Source: an optimization exercise on an open RTL-to-GDS flow (aim: small area, a short achievable clock period and few clock cycles per item). Production flows keep margins and buffers that such runs may drop. In this exercise RTL edits were held to simulation tests only and were not proved equivalent to the original. Power and IR drop assume default switching activity.

`run.sh`:
```
#!/bin/bash
# synth_recipe.tcl (not shown) runs the flow's synth.tcl, then flattens the netlist and writes it again
# the make line also repeats each setting of config.mk as NAME=value (left out here)
make -C /OpenROAD-flow-scripts/flow DESIGN_CONFIG=/design/flow/config.mk WORK_HOME=/design/flow/orfs CLKGATE_MAP_FILE= SYNTH_SCRIPT=/design/flow/synth_recipe.tcl finish
```
`config.mk`:
```
export PLATFORM = sky130hd
export DESIGN_NAME = mac_array
export DESIGN_NICKNAME = mac_array
export VERILOG_FILES = /design/flow/design.v
export SDC_FILE = /design/flow/constraint.sdc
export NUM_CORES = 4
export LEC_CHECK = 0
export CAP_MARGIN = 20
export CORE_MARGIN = 2
export CORE_UTILIZATION = 40
export SLEW_MARGIN = 20
```
`constraint.sdc`:
```
create_clock -name core_clock -period 6.0 [get_ports {clk}]
set_input_delay 1.2000 -clock core_clock [delete_from_list [all_inputs] [get_ports {clk}]]
set_output_delay 1.2000 -clock core_clock [all_outputs]
set_load 0.01 [all_outputs]
```
`design.v`:
```
package mac_pkg;
  typedef enum logic [1:0] {ACCUM, FLUSH, DONE} state_t;
  localparam int MAX_W = 64;
  function automatic logic [MAX_W:0] sat_add(input logic [MAX_W-1:0] acc, input logic [MAX_W-1:0] prod,
                                             input int w, input logic signed_mode, input logic sat_en);
    logic [MAX_W:0] sum;
    logic [MAX_W-1:0] mask, smax, top, res;
    logic ov;
    mask = {MAX_W{1'b1}} >> (MAX_W - w);
    smax = mask >> 1;
    top = smax ^ mask;
    sum = {1'b0, acc} + {1'b0, prod};
    ov = signed_mode ? !(|((acc ^ prod) & top)) && |((sum[MAX_W-1:0] ^ acc) & top) : |(sum >> w);
    res = !(ov && sat_en) ? sum[MAX_W-1:0] & mask : !signed_mode ? mask : |(acc & top) ? top : smax;
    sat_add = {ov, res};
  endfunction
endpackage
module mac_lane #(
  parameter int DATA_WIDTH = 8,
  parameter int ACC_WIDTH  = 24,
  parameter int SIGNED     = 0
) (
  input  logic                  clk,
  input  logic                  rst_n,
  input  logic                  clr,
  input  logic                  accept,
  input  logic                  clear_acc,
  input  logic [DATA_WIDTH-1:0] a,
  input  logic [DATA_WIDTH-1:0] b,
  input  logic                  sat_en,
  output logic [ACC_WIDTH-1:0]  acc,
  output logic                  overflow
);
  localparam int MAX_W = mac_pkg::MAX_W;
  localparam int PW = 2 * DATA_WIDTH;
  logic [PW-1:0] prod, prod_u;
  logic signed [PW-1:0] prod_s;
  logic signed [ACC_WIDTH-1:0] prod_sx;
  logic [ACC_WIDTH-1:0] prod_x;
  logic pv, psat;
  logic [MAX_W:0] sum;
  logic unused_hi;
  assign prod_u = a * b;
  assign prod_s = $signed(a) * $signed(b);
  assign prod_sx = $signed(prod);
  assign prod_x = (SIGNED != 0) ? prod_sx : ACC_WIDTH'(prod);
  assign sum = mac_pkg::sat_add(MAX_W'(acc), MAX_W'(prod_x), ACC_WIDTH, SIGNED != 0, psat);
  assign unused_hi = ^sum[MAX_W-1:ACC_WIDTH];
  always_ff @(posedge clk or negedge rst_n) begin
    if (!rst_n) begin
      prod <= '0;
      pv <= 1'b0;
      psat <= 1'b0;
      acc <= '0;
      overflow <= 1'b0;
    end else if (clr) begin
      pv <= 1'b0;
      acc <= '0;
      overflow <= 1'b0;
    end else begin
      pv <= accept;
      if (accept) begin
        prod <= (SIGNED != 0) ? prod_s : prod_u;
        psat <= sat_en;
      end
      if (clear_acc) begin
        acc <= '0;
        overflow <= 1'b0;
      end else if (pv) begin
        acc <= sum[ACC_WIDTH-1:0];
        overflow <= overflow | sum[MAX_W];
      end
    end
  end
endmodule
module mac_array #(
  parameter int DATA_WIDTH = 8,
  parameter int ACC_WIDTH  = 16,
  parameter int NUM_LANES  = 8,
  parameter int VEC_LEN    = 8,
  parameter int SIGNED     = 1
) (
  input  logic                           clk,
  input  logic                           rst_n,
  input  logic                           clr,
  input  logic                           in_valid,
  output logic                           in_ready,
  input  logic [NUM_LANES*DATA_WIDTH-1:0] a_in,
  input  logic [DATA_WIDTH-1:0]          b_in,
  input  logic                           sat_en,
  output logic                           out_valid,
  input  logic                           out_ready,
  output logic [NUM_LANES*ACC_WIDTH-1:0] acc_out,
  output logic [NUM_LANES-1:0]           overflow,
  output logic                           busy
);
  localparam int CW = $clog2(VEC_LEN + 1);
  mac_pkg::state_t state;
  logic [CW-1:0] cnt;
  logic accept, take;
  assign in_ready = (state == mac_pkg::ACCUM) && !clr;
  assign accept = in_valid && in_ready;
  assign take = out_valid && out_ready;
  always_ff @(posedge clk or negedge rst_n) begin
    if (!rst_n) begin
      state <= mac_pkg::ACCUM;
      cnt <= '0;
      busy <= 1'b0;
      out_valid <= 1'b0;
    end else if (clr || take) begin
      state <= mac_pkg::ACCUM;
      cnt <= '0;
      busy <= 1'b0;
      out_valid <= 1'b0;
    end else begin
      if (accept) begin
        cnt <= cnt + 1'b1;
        busy <= 1'b1;
        if (cnt == CW'(VEC_LEN - 1)) state <= mac_pkg::FLUSH;
      end
      if (state == mac_pkg::FLUSH) begin
        state <= mac_pkg::DONE;
        out_valid <= 1'b1;
      end
    end
  end
  for (genvar i = 0; i < NUM_LANES; i++) begin : g_lane
    mac_lane #(.DATA_WIDTH(DATA_WIDTH), .ACC_WIDTH(ACC_WIDTH), .SIGNED(SIGNED)) u_lane (
      .clk(clk),
      .rst_n(rst_n),
      .clr(clr),
      .accept(accept),
      .clear_acc(take),
      .a(a_in[i*DATA_WIDTH +: DATA_WIDTH]),
      .b(b_in),
      .sat_en(sat_en),
      .acc(acc_out[i*ACC_WIDTH +: ACC_WIDTH]),
      .overflow(overflow[i])
    );
  end
endmodule
```
==> impl_metrics.env <==
export IMPL_cts_tree="built"
export IMPL_seq_power_share_pct=19.4
export IMPL_via_count=28200
export IMPL_p_per_area_nw_per_um2=372
export IMPL_grt_overflow_total=0
export IMPL_fin_tns_setup_ns=0
export IMPL_start_util_pct=40.3
export IMPL_gp_congestion=0.899
export IMPL_drv_slew=0
export IMPL_cts_root_buf="clkbuf_16"
export IMPL_clk_latency_ns=0.57
export IMPL_cts_setup_buffers=0
export IMPL_cap_violations=0
export IMPL_finalCriticalPeriod_ns=5.38
export IMPL_firstDrtPassIters=5
export IMPL_required_ns=6.42
export IMPL_worst_path_max_fanout=8
export IMPL_cts_buffers=34
export IMPL_design_core_area_um2=89700
export IMPL_dieArea_um2=92700
export IMPL_yosysTopAreaCell="fa_1"
export IMPL_start_kind="input pin"
export IMPL_die_h_um=305
export IMPL_design_area_um2=41200
export IMPL_syn_to_final_growth_pct=14.2
export IMPL_clock_path_buffers=3
export IMPL_syn_nets=4925
export IMPL_io_buffers=216
export IMPL_nNetsFinal=5137
export IMPL_drive_gt1_share_pct=4.41
export IMPL_grt_pass1_wl_mm=159
export IMPL_power_frac_clock_pct=13.8
export IMPL_seq_area_frac_synth_pct=19.0
export IMPL_grt_pass1_vias=27800
export IMPL_layout_commonest_cell="inv_1"
export IMPL_outcome="finished clean"
export IMPL_path_buf_inv=5
export IMPL_endpoint_kind="register"
export IMPL_combPwrFrac_pct=66.8
export IMPL_antenna_left=0
export IMPL_die_w_um=305
export IMPL_synthesis_instances=4046
export IMPL_ys_ff_latch=274
export IMPL_cp_top_family="adder cells"
export IMPL_yosys_area_top_type_share_pct=24.8
export IMPL_rsz0062_at_grt="false"
export IMPL_max_stage_delay_ns=0.59
export IMPL_grt_usage_pct=21.6
export IMPL_vdd_ir_drop_max_v=0.000208
export IMPL_synth_area_um2=36100
export IMPL_internal_power_mw=8.11
export IMPL_worstMarginPinSlew_ns=1.10
export IMPL_rows=110
export IMPL_clk_pin_slew_ns=0.06
export IMPL_synth_edf_count=0
export IMPL_cts_resized=0
export IMPL_final_cell_mix="680 x inv_1, 448 x fa_1, 420 x nand2_1, 353 x ha_1, 344 x and2_1"
export IMPL_fillers=8691
export IMPL_synth_cell_types=78
export IMPL_htreeDepth=2
export IMPL_critPathSlowestCell="clkdlybuf4s50_1"
export IMPL_placedInstanceArea_um2=40100
export IMPL_reg2reg_setup_slack_ns=2.52
export IMPL_min_path_type="register to register"
export IMPL_viasPerCell=5.15
export IMPL_synth_flop_cell="dfrtp_1"
export IMPL_period_share_pct=89.7
export IMPL_hold_viol=0
export IMPL_swShare_pct=47.2
export IMPL_yosysWarnings=2
export IMPL_wl_per_cell_um=18.1
export IMPL_relSlewSlack_pct=26.1
export IMPL_setup_viol=0
export IMPL_switchingPower_mw=7.24
export IMPL_ys_top_cells_by_area="fa_1 25%, dfrtp_1 19%, ha_1 12%, inv_1 7.1%, and2_1 6.0%"
export IMPL_cts_sinks=274
export IMPL_worstSetupPathType="input pin to register"
export IMPL_max_freq_mhz=186
export IMPL_p_leak_nw=20.5
export IMPL_post_dp_hpwl_mm=79.0
export IMPL_antenna_found_initial=4
export IMPL_drc=0
export IMPL_clock_skew_final_ns=0.0200
export IMPL_cp_cell_sequence="clkdlybuf4s50_1, and2_1, fa_1, inv_1, fa_1, inv_1, fa_1, inv_1, fa_1, inv_1, ha_1, a211oi_1, o211ai_1, a31oi_1, xnor2_1, o21ai_0"
export IMPL_grt_start_max_net_pins=127
export IMPL_drtIter0Drc=1871
export IMPL_async_reset_ff_share_pct=100
export IMPL_cp_arrival_ns=5.81
export IMPL_routed_wl_mm=98.8
export IMPL_syn_area_per_cell_um2=8.93
export IMPL_io_pins=217
export IMPL_hold_buffers=0
[flip-flops by register name (all words and copies together), names as in the netlist]
register	cells
out_valid	1
g_lane.u_lane.prod	128
g_lane.u_lane.pv	1
g_lane.u_lane.psat	1
busy	1
g_lane.u_lane.overflow	8
state	2
cnt	4
g_lane.u_lane.acc	128
[layer usage]
layer,part of all wire (%),vias to the layer above,global-route usage [%]
li1,-,13600,-
met1,51,13800,33.4
met2,42,639,32.1
met3,5.1,84,2.64
met4,2.0,2,4.71
met5,0.012,-,0
[final timing paths]
| check | from | endpoint | cells after the start |
|---|---|---|---|
| hold / removal | g_lane[6].u_lane.prod[0] | g_lane[6].u_lane.prod[0] | 2 |
| min in group asynchronous | rst_n | g_lane[0].u_lane.prod[10] | 1 |
| hold reg to reg | g_lane[6].u_lane.prod[0] | g_lane[6].u_lane.prod[0] | 2 |
| setup / recovery | a_in[27] | g_lane[3].u_lane.prod[15] | 16 |
| max in group asynchronous | rst_n | g_lane[6].u_lane.pv | 2 |
| setup reg to reg | g_lane[0].u_lane.acc[12] | g_lane[0].u_lane.acc[3] | 8 |
[worst reg2reg max path: cells and delay by family (launching register included)]
| family | cells | cell delay [ns] |
|---|---|---|
| compound gates | 5 | 1.93 |
| fa+ha+maj | 1 | 0.39 |
| flops | 1 | 0.41 |
| simple gates | 2 | 0.62 |
[cell type report]
cell class	instances	area, um^2	area share (%)
multi-input cells	2956	26200	63.5
repair buffers	310	3020	7.32
clock inverters	12	119	0.288
diodes	2	5.00	0.0121
well taps	1176	1470	3.57
inverters	682	2560	6.21
clock buffers	49	1010	2.45
flip-flops and latches	274	6860	16.6
[kinds of logic after synthesis]
family | count (synthesis) | synth area share [%]
simple gates | 1135 | 15.3
buf+inv | 816 | 8.59
compound gates | 807 | 14.8
fa+ha+maj | 801 | 37.1
flops | 274 | 19.0
xor+xnor | 197 | 4.78
mux | 16 | 0.468
[cells in the mapped netlist, types with 22 or more instances]
library cell and count:
nand3_1 44, o21bai_1 32, nor3_1 43, dfrtp_1 274, nand2_1 421, nor2_1 179, a21o_1 75, a211oi_1 42
a21oi_1 161, inv_1 681, xor2_1 58, o21ai_0 215, ha_1 353, fa_1 448, and2_1 344, o21a_1 45
xnor2_1 139, a31oi_1 41, nand2b_1 22, o211ai_1 25, a221o_1 55, clkbuf_1 116
[power by group through the flow]
stage / logic (mW) / clock network [mW] / registers, mW
2_1_floorplan: 7.60 / 0 / 2.73
3_3_place_gp: 10.1 / 0 / 2.99
3_5_place_dp: 10.2 / 0 / 3.00
4_1_cts: 10.2 / 2.18 / 2.97
5_1_grt: 11.7 / 2.24 / 3.04
6_report: 10.3 / 2.12 / 2.98
[stage by stage]
stage               cells  hold slack [ns]  utilization, %  setup WS, ns  power (mW)
floorplan            4046            0.443               -         0.377        10.3
global placement     5398            0.459            44.7         0.122        13.1
detailed placement   5398            0.468            44.7         0.112        13.2
CTS                  5459            0.481            45.9         0.711        15.4
global route         5460            0.506            45.9         0.359        17.0
finish               5461            0.482            46.0         0.617        15.4
Testbench counts, summed over its fixed seeds: cycles 3,840, vectors 384.

==> port drivers added, routing unchanged <==
The flow's constraints put no driver on any port. The routed layout listed below was extracted and timed again, unchanged, in two steps. Step 1 (the two cells are an assumption about what drives the block):
set clk [get_ports {clk}]
set_driving_cell -lib_cell sky130_fd_sc_hd__clkbuf_16 $clk
set_driving_cell -lib_cell sky130_fd_sc_hd__buf_2 [delete_from_list [all_inputs] $clk]
Step 2 times the ports against the registers' clock, not the clock port: input delays grow and output delays shrink by t, the midpoint of the rising clock arrivals with the driver on. a / b / c = ideal / step 1 / step 2; a / b = the first two.
t, ns: 0.616
setup slack, ns: 0.617 / 0.655 / 0.039
hold WS [ns]: 0.482 / 0.482 / 0.482
pins driven straight from the clock port: 1
After both steps this run still meets setup and hold. For this run, drivers alone change the setup slack by +0.038 ns; drivers and shift together by -0.578 ns.
